This is an optimization exercise on Yosys and OpenROAD, whose aim is small area, not a production implementation. The RTL was checked by simulation tests, not by an equivalence proof against the original design. Power figures rest on the tool's default switching activity, not on a simulated workload.

==> design/flow/design.v <==
package tile_ws_grid_pkg;
  localparam int unsigned TILE_A_W     = 8;
  localparam int unsigned TILE_B_W     = 19;
  localparam int unsigned TILE_D_W     = 32;
  localparam int unsigned TILE_SHIFT_W = 5;
  function automatic logic [63:0] round_shift(input logic [63:0] psum,
                                              input int unsigned s,
                                              input int unsigned w);
    int unsigned       sc;
    logic [63:0]       rnd;
    logic [63:0]       sum;
    logic signed [63:0] sext;
    sc   = (s > w - 1) ? w - 1 : s;
    rnd  = (sc > 0) ? (64'd1 << (sc - 1)) : 64'd0;
    sum  = psum + rnd;
    sext = $signed(sum << (64 - w)) >>> (64 - w);
    round_shift = sext >>> sc;
  endfunction
endpackage
module pe_ws_cell
#(
  parameter int unsigned A_W     = tile_ws_grid_pkg::TILE_A_W,
  parameter int unsigned B_W     = tile_ws_grid_pkg::TILE_B_W,
  parameter int unsigned D_W     = tile_ws_grid_pkg::TILE_D_W,
  parameter int unsigned SHIFT_W = tile_ws_grid_pkg::TILE_SHIFT_W
) (
  input  logic               clock,
  input  logic               reset,
  input  logic [A_W-1:0]     i_a,
  input  logic [B_W-1:0]     i_b,
  input  logic               i_b_shift,
  input  logic [D_W-1:0]     i_d,
  input  logic               i_prop,
  input  logic [SHIFT_W-1:0] i_shift,
  input  logic               i_valid,
  output logic [A_W-1:0]     o_a,
  output logic [B_W-1:0]     o_b,
  output logic [D_W-1:0]     o_psum,
  output logic               o_prop,
  output logic [SHIFT_W-1:0] o_shift,
  output logic               o_valid
);
  localparam int unsigned P_W = (A_W + B_W > D_W) ? A_W + B_W : D_W;
  logic [B_W-1:0]     r_w0, r_w1;
  logic               r_act, r_last_prop;
  logic [A_W-1:0]     r_a;
  logic [D_W-1:0]     r_psum;
  logic               r_prop;
  logic [SHIFT_W-1:0] r_shift;
  logic               r_valid;
  logic               w_flip;
  logic               w_act;
  logic [B_W-1:0]     w_wt;
  logic signed [P_W-1:0] w_prod;
  logic [D_W-1:0]     w_sum;
  assign w_flip = i_valid && (i_prop != r_last_prop);
  assign w_act  = r_act ^ w_flip;
  assign w_wt   = w_act ? r_w1 : r_w0;
  assign w_prod = P_W'($signed(i_a)) * P_W'($signed(w_wt));
  assign w_sum  = i_d + w_prod[D_W-1:0];
  always_ff @(posedge clock) begin
    if (reset) begin
      r_w0        <= '0;
      r_w1        <= '0;
      r_act       <= 1'b0;
      r_last_prop <= 1'b0;
      r_a         <= '0;
      r_psum      <= '0;
      r_prop      <= 1'b0;
      r_shift     <= '0;
      r_valid     <= 1'b0;
    end else begin
      r_a     <= i_a;
      r_valid <= i_valid;
      if (w_flip) begin
        r_act       <= w_act;
        r_last_prop <= i_prop;
      end
      if (i_valid) begin
        r_psum  <= w_sum;
        r_prop  <= i_prop;
        r_shift <= i_shift;
      end
      if (i_b_shift) begin
        if (w_act) r_w0 <= i_b;
        else       r_w1 <= i_b;
      end
    end
  end
  assign o_a     = r_a;
  assign o_b     = r_act ? r_w0 : r_w1;
  assign o_psum  = r_psum;
  assign o_prop  = r_prop;
  assign o_shift = r_shift;
  assign o_valid = r_valid;
endmodule
module tile_ws_grid
#(
  parameter int unsigned ROWS    = 4,
  parameter int unsigned COLS    = 4,
  parameter int unsigned A_W     = tile_ws_grid_pkg::TILE_A_W,
  parameter int unsigned B_W     = tile_ws_grid_pkg::TILE_B_W,
  parameter int unsigned D_W     = tile_ws_grid_pkg::TILE_D_W,
  parameter int unsigned SHIFT_W = tile_ws_grid_pkg::TILE_SHIFT_W
) (
  input  logic                    clock,
  input  logic                    reset,
  input  logic [ROWS*A_W-1:0]     io_in_a,
  input  logic [COLS*B_W-1:0]     io_in_b,
  input  logic [COLS-1:0]         io_in_b_shift,
  input  logic [COLS*D_W-1:0]     io_in_d,
  input  logic [COLS-1:0]         io_in_control_propagate,
  input  logic [COLS*SHIFT_W-1:0] io_in_control_shift,
  input  logic [COLS-1:0]         io_in_valid,
  output logic [ROWS*A_W-1:0]     io_out_a,
  output logic [COLS*B_W-1:0]     io_out_b,
  output logic [COLS*D_W-1:0]     io_out_c,
  output logic [COLS-1:0]         io_out_control_propagate,
  output logic [COLS*SHIFT_W-1:0] io_out_control_shift,
  output logic [COLS-1:0]         io_out_valid
);
  logic [A_W-1:0]     w_a     [ROWS][COLS+1];
  logic [B_W-1:0]     w_b     [ROWS+1][COLS];
  logic [D_W-1:0]     w_d     [ROWS+1][COLS];
  logic               w_prop  [ROWS+1][COLS];
  logic [SHIFT_W-1:0] w_shift [ROWS+1][COLS];
  logic               w_valid [ROWS+1][COLS];
  for (genvar r = 0; r < ROWS; r++) begin : g_row
    assign w_a[r][0]               = io_in_a[r*A_W +: A_W];
    assign io_out_a[r*A_W +: A_W]  = w_a[r][COLS];
    for (genvar c = 0; c < COLS; c++) begin : g_col
      pe_ws_cell #(
        .A_W    (A_W),
        .B_W    (B_W),
        .D_W    (D_W),
        .SHIFT_W(SHIFT_W)
      ) u_cell (
        .clock    (clock),
        .reset    (reset),
        .i_a      (w_a[r][c]),
        .i_b      (w_b[r][c]),
        .i_b_shift(io_in_b_shift[c]),
        .i_d      (w_d[r][c]),
        .i_prop   (w_prop[r][c]),
        .i_shift  (w_shift[r][c]),
        .i_valid  (w_valid[r][c]),
        .o_a      (w_a[r][c+1]),
        .o_b      (w_b[r+1][c]),
        .o_psum   (w_d[r+1][c]),
        .o_prop   (w_prop[r+1][c]),
        .o_shift  (w_shift[r+1][c]),
        .o_valid  (w_valid[r+1][c])
      );
    end
  end
  for (genvar c = 0; c < COLS; c++) begin : g_col_io
    assign w_b[0][c]     = io_in_b[c*B_W +: B_W];
    assign w_d[0][c]     = io_in_d[c*D_W +: D_W];
    assign w_prop[0][c]  = io_in_control_propagate[c];
    assign w_shift[0][c] = io_in_control_shift[c*SHIFT_W +: SHIFT_W];
    assign w_valid[0][c] = io_in_valid[c];
    assign io_out_c[c*D_W +: D_W] =
      D_W'(tile_ws_grid_pkg::round_shift(64'(w_d[ROWS][c]), 32'(w_shift[ROWS][c]), D_W));
    assign io_out_b[c*B_W +: B_W]                 = w_b[ROWS][c];
    assign io_out_control_propagate[c]            = w_prop[ROWS][c];
    assign io_out_control_shift[c*SHIFT_W +: SHIFT_W] = w_shift[ROWS][c];
    assign io_out_valid[c]                        = w_valid[ROWS][c];
  end
endmodule
==> design/flow/run.sh <==
#!/bin/bash
# synth_recipe.tcl (not shown) runs the flow's synth.tcl, then flattens the netlist and writes it again
# the make line also repeats each setting of config.mk as NAME=value (left out here)
make -C /OpenROAD-flow-scripts/flow DESIGN_CONFIG=/design/flow/config.mk WORK_HOME=/design/flow/orfs CLKGATE_MAP_FILE= SYNTH_SCRIPT=/design/flow/synth_recipe.tcl finish
==> design/flow/config.mk <==
export PLATFORM = sky130hd
export DESIGN_NAME = tile_ws_grid
export DESIGN_NICKNAME = tile_ws_grid
export VERILOG_FILES = /design/flow/design.v
export SDC_FILE = /design/flow/constraint.sdc
export NUM_CORES = 4
export LEC_CHECK = 0
export CAP_MARGIN = 20
export CORE_MARGIN = 2
export CORE_UTILIZATION = 45
export PLACE_DENSITY = 0.6
export SLEW_MARGIN = 20
==> design/flow/constraint.sdc <==
create_clock -name core_clock -period 11.0 [get_ports {clock}]
set_input_delay 2.2000 -clock core_clock [delete_from_list [all_inputs] [get_ports {clock}]]
set_output_delay 2.2000 -clock core_clock [all_outputs]
set_load 0.01 [all_outputs]
==> reports/qor.txt <==
Routed Antenna Nets: 0
Syn Inst Count: 20700
Chip Height: 633 µm
Seq pwr share: 0.296
WS Path Type: input pin to flop
Adder-Cell Fraction of Synth Area: 0.326
Worst Hold Class: flop to flop
# resized after CTS: 0
Initial DRC count: 8289
Ports: 534
Run status: finished clean
CTS buffer count: 180
First-pass GRT wire length: 809000 µm
Die width: 633 µm
RD Place Congestion: 0.910
Core Area: 393000 µm²
Share of the yosys chip area belonging to registers: 0.157
Setup crit end kind: flop
Fmax: 98.3 MHz
Postcts setup bufs: 0
Logic pwr share: 0.374
Slew Viols, Final: 0
Simple-Gate Fraction of Synth Area: 0.182
Post-route DRC: 0
Least-Margin Pin Slew: 1160 ps
Post-synth top flop: dfxtp_1
Max clock buf depth: 4
Vias per cell: 5.36
Num Clock Sinks: 1392
CTS tree: done
Int Pwr: 12.4 mW
#FFs+latches synth: 1392
Post-synthesis async set-or-reset flop share: 0
CTS Hold Bufs: 0
Die area: 400000 µm²
Crit-path slowest cell: or4b_1
Minimum clock period: 10170 ps
Pwr Density: 99.4 nW/µm²
CP Launch Type: input pin
Max stage delay on crit path: 490 ps
Family with the most delay on the worst path: compound AO/OA/AOI/OAI gates
Crit-path max FO: 8
Xor/xnor share of the synthesized area: 0.0475
Compound-gate portion of the synthesized area: 0.131
Fill cells: 37900
Top cell by count, worst path: inv_1
RSZ-0062 raised after global routing: false
Skew-Pair Late Insertion Delay: 930 ps
GRT Resource Usage Total: 0.255
Synth unique cells: 117
Switching power: 7.10 mW
Post-layout nets: 24700
Mapped Area: 178000 µm²
Vias in the first global route: 140000
Synth warn: 14
Share of layout cells above drive strength 1: 0.0521
Placed Instances: 26000
Clock Skews: 55.9 ps
Initial core utilization: 0.453
Largest net degree at the start of global routing: 211
Syn Area/Cell: 8.58 µm²
Rows: 230
EDFF count, synth: 0
Sw frac: 0.364
WL per Instance: 19.5 µm
Max-Cap Viols: 0
Layout area overhead: 10.4%
Final setup violation count: 0
H-tree depth: 4
WP data required: 11790 ps
Grt total ovfl: 0
Tcrit/Tclk final: 0.925
Initial antenna violation count: 69
Cell Count, Final, Fillers Out: 26400
Routed via count: 141000
Port bufs: 533
Final wirelength: 516000 µm
Hold slack final: 465 ps
Total power: 19.5 mW
Clock share of power: 0.330
Static leakage: 90.7 nW
Mux contribution to synthesized area: 0.0762
Slew headroom: 0.206
Peak supply drop: 114 µV
CTS Root Cell: clkbuf_16
WP data arrival: 10970 ps
Clock transition at the registers of the reported paths: 60 ps
TritonRoute pass-1 iters: 6
Main combinational cell family by area after synthesis: adder cells
Syn Nets: 24400
Post-DP HPWL: 417000 µm
Final hold vios: 0
CP bufs+invs: 8
## cells in the mapped netlist (21+ instances only)
master / number / area [µm²]
and2_1: 320 / 2000
nand3_1: 187 / 936
dfxtp_1: 1392 / 27900
and3_1: 91 / 569
nand2b_1: 407 / 2550
a211oi_1: 665 / 4990
a221oi_1: 21 / 184
ha_1: 1500 / 18800
nand2_1: 935 / 3510
a211o_1: 51 / 447
or2_2: 39 / 244
o211ai_1: 72 / 541
o31ai_1: 50 / 375
or3_1: 67 / 419
xor2_1: 246 / 2150
mux2i_1: 1110 / 11100
mux2_2: 120 / 1350
clkbuf_1: 738 / 2770
buf_1: 109 / 409
o21bai_1: 130 / 976
mux4_2: 47 / 1060
o31a_1: 24 / 210
o22ai_1: 31 / 194
a31o_2: 29 / 254
nand4_1: 42 / 263
xnor2_1: 707 / 6190
a31oi_1: 111 / 694
a2111oi_0: 23 / 201
inv_1: 2896 / 10900
nor4_1: 24 / 150
a21o_1: 375 / 2820
nor2b_1: 2108 / 13200
nor2_1: 1815 / 6810
fa_1: 1956 / 39200
o21a_1: 141 / 1060
o21ai_0: 422 / 2110
a21oi_1: 1050 / 5260
nor3_1: 195 / 976
## power groups by stage
stage / combinational [mW] / clock, mW / sequential, mW
2_1_floorplan: 5.27 / 0 / 5.66
3_3_place_gp: 7.21 / 0 / 5.88
3_5_place_dp: 7.27 / 0 / 5.88
4_1_cts: 7.32 / 6.59 / 5.77
5_1_grt: 8.16 / 6.77 / 5.82
6_report: 7.30 / 6.43 / 5.78
## cell usage in the layout (no fill, tap or decap), types with 375 or more instances in the layout
| cell type | netlist | layout |
|---|---|---|
| ha_1 | 1500 | 1500 |
| o21ai_0 | 422 | 422 |
| nor2b_1 | 2108 | 2094 |
| nand2_1 | 935 | 935 |
| fa_1 | 1956 | 1956 |
| clkdlybuf4s50_1 | 0 | 528 |
| mux2i_1 | 1110 | 1110 |
| dfxtp_1 | 1392 | 1376 |
| a211oi_1 | 665 | 665 |
| xnor2_1 | 707 | 699 |
| a21oi_1 | 1050 | 1050 |
| inv_1 | 2896 | 2895 |
| a21o_1 | 375 | 375 |
| nand2b_1 | 407 | 407 |
| nor2_1 | 1815 | 1815 |
| buf_4 | 9 | 436 |
## state kept, by name (all words and copies together) (netlist names)
| register | count |
|---|---|
| g_row.g_col.u_cell.r_shift | 80 |
| g_row.g_col.u_cell.r_a | 128 |
| g_row.g_col.u_cell.r_act | 16 |
| g_row.g_col.u_cell.r_psum | 512 |
| g_row.g_col.u_cell.r_prop | 16 |
| g_row.g_col.u_cell.r_w1 | 304 |
| g_row.g_col.u_cell.r_w0 | 304 |
| g_row.g_col.u_cell.r_last_prop | 16 |
| g_row.g_col.u_cell.r_valid | 16 |
## per-layer routing
metal / share of wire / global-route usage / wire length [µm] / vias to the layer above
met5: 0.00065 / 0 / 336 / -
met4: 0.030 / 0.0753 / 15600 / 52
met3: 0.047 / 0.0306 / 24400 / 638
met2: 0.47 / 0.425 / 242000 / 2946
met1: 0.45 / 0.347 / 234000 / 69300
li1: - / - / - / 68500
## kinds of logic (layout without fill, tap and decap cells)
logic type / Yosys count / after routing
XOR/XNOR: 957 / 957
AND/OR/NAND/NOR: 6331 / 6331
buffers and inverters: 3781 / 4213
adder cells (fa/ha/maj): 3456 / 3456
other: 0 / 25
multiplexers: 1279 / 1279
AO/OA/AOI/OAI: 3521 / 3521
flip-flops: 1392 / 1392
## worst paths after layout
kind,start,to,slack [ps],depth (start not counted)
max,io_in_control_propagate[0],g_row[0].g_col[0].u_cell.r_psum[31]$_SDFFE_PP0P_,830,41
min,g_row[0].g_col[2].u_cell.r_w0[15]$_SDFFE_PP0P_,g_row[0].g_col[2].u_cell.r_w0[15]$_SDFFE_PP0P_,470,2
max reg2reg,g_row[1].g_col[3].u_cell.r_prop$_SDFFE_PP0P_,g_row[2].g_col[3].u_cell.r_psum[31]$_SDFFE_PP0P_,1080,34
min reg2reg,g_row[0].g_col[2].u_cell.r_w0[15]$_SDFFE_PP0P_,g_row[0].g_col[2].u_cell.r_w0[15]$_SDFFE_PP0P_,470,2
## area by class of cell
class                      instances  area (µm²)  area share
clock buffer                     231        5040      0.0257
sequential                      1392       27900       0.142
inverter                        2909       10900      0.0556
multi-input combinational      15500      136000       0.692
antenna                           25        62.6    0.000319
timing repair buffer             975        8710      0.0444
tap                             5220        6530      0.0333
clock inverter                    98        1280     0.00652
## stage by stage
| step | util | area (µm²) | setup slack, ps | TNS, ps |
|---|---|---|---|---|
| after global routing | 0.500 | 196000 | 48.2 | 0 |
| after floorplan | - | 178000 | 27.2 | 0 |
| final | 0.500 | 196000 | 825 | 0 |
| after CTS | 0.500 | 196000 | 764 | 0 |
| after detailed placement | 0.483 | 190000 | -155 | -201 |
| after global placement | 0.483 | 190000 | -143 | -143 |
## tightest hold or removal path, delay by kind of cell, from the launching register on
kind | cells | cell delay [ps]
flops | 1 | 310
simple gates | 1 | 50
compound gates | 1 | 50

## re-timing with driven ports
The results above use ideal ports. As a check the final layout listed here was re-extracted and re-timed, cells and wires unchanged.
Step 1: set_driving_cell puts a clkbuf_16 on clock and a buf_2 on each other input, an assumption about the parent block.
Step 2, shift: input delay + t, output delay - t, t = (earliest + latest rising clock arrival at the registers) / 2. This alone moves slack from input paths to output paths.
Three values: ideal, step 1, step 2; two values: the first two.
t, ns: 1.026
setup WS [ns]: 0.825 / 0.927 / -0.099
clock arrival spread, ns: 0.058 / 0.058
Met with ideal ports but missed after step 2: setup timing in this run. The setup slack of this run moves by +0.102 ns with the drivers and by -0.924 ns with both steps.
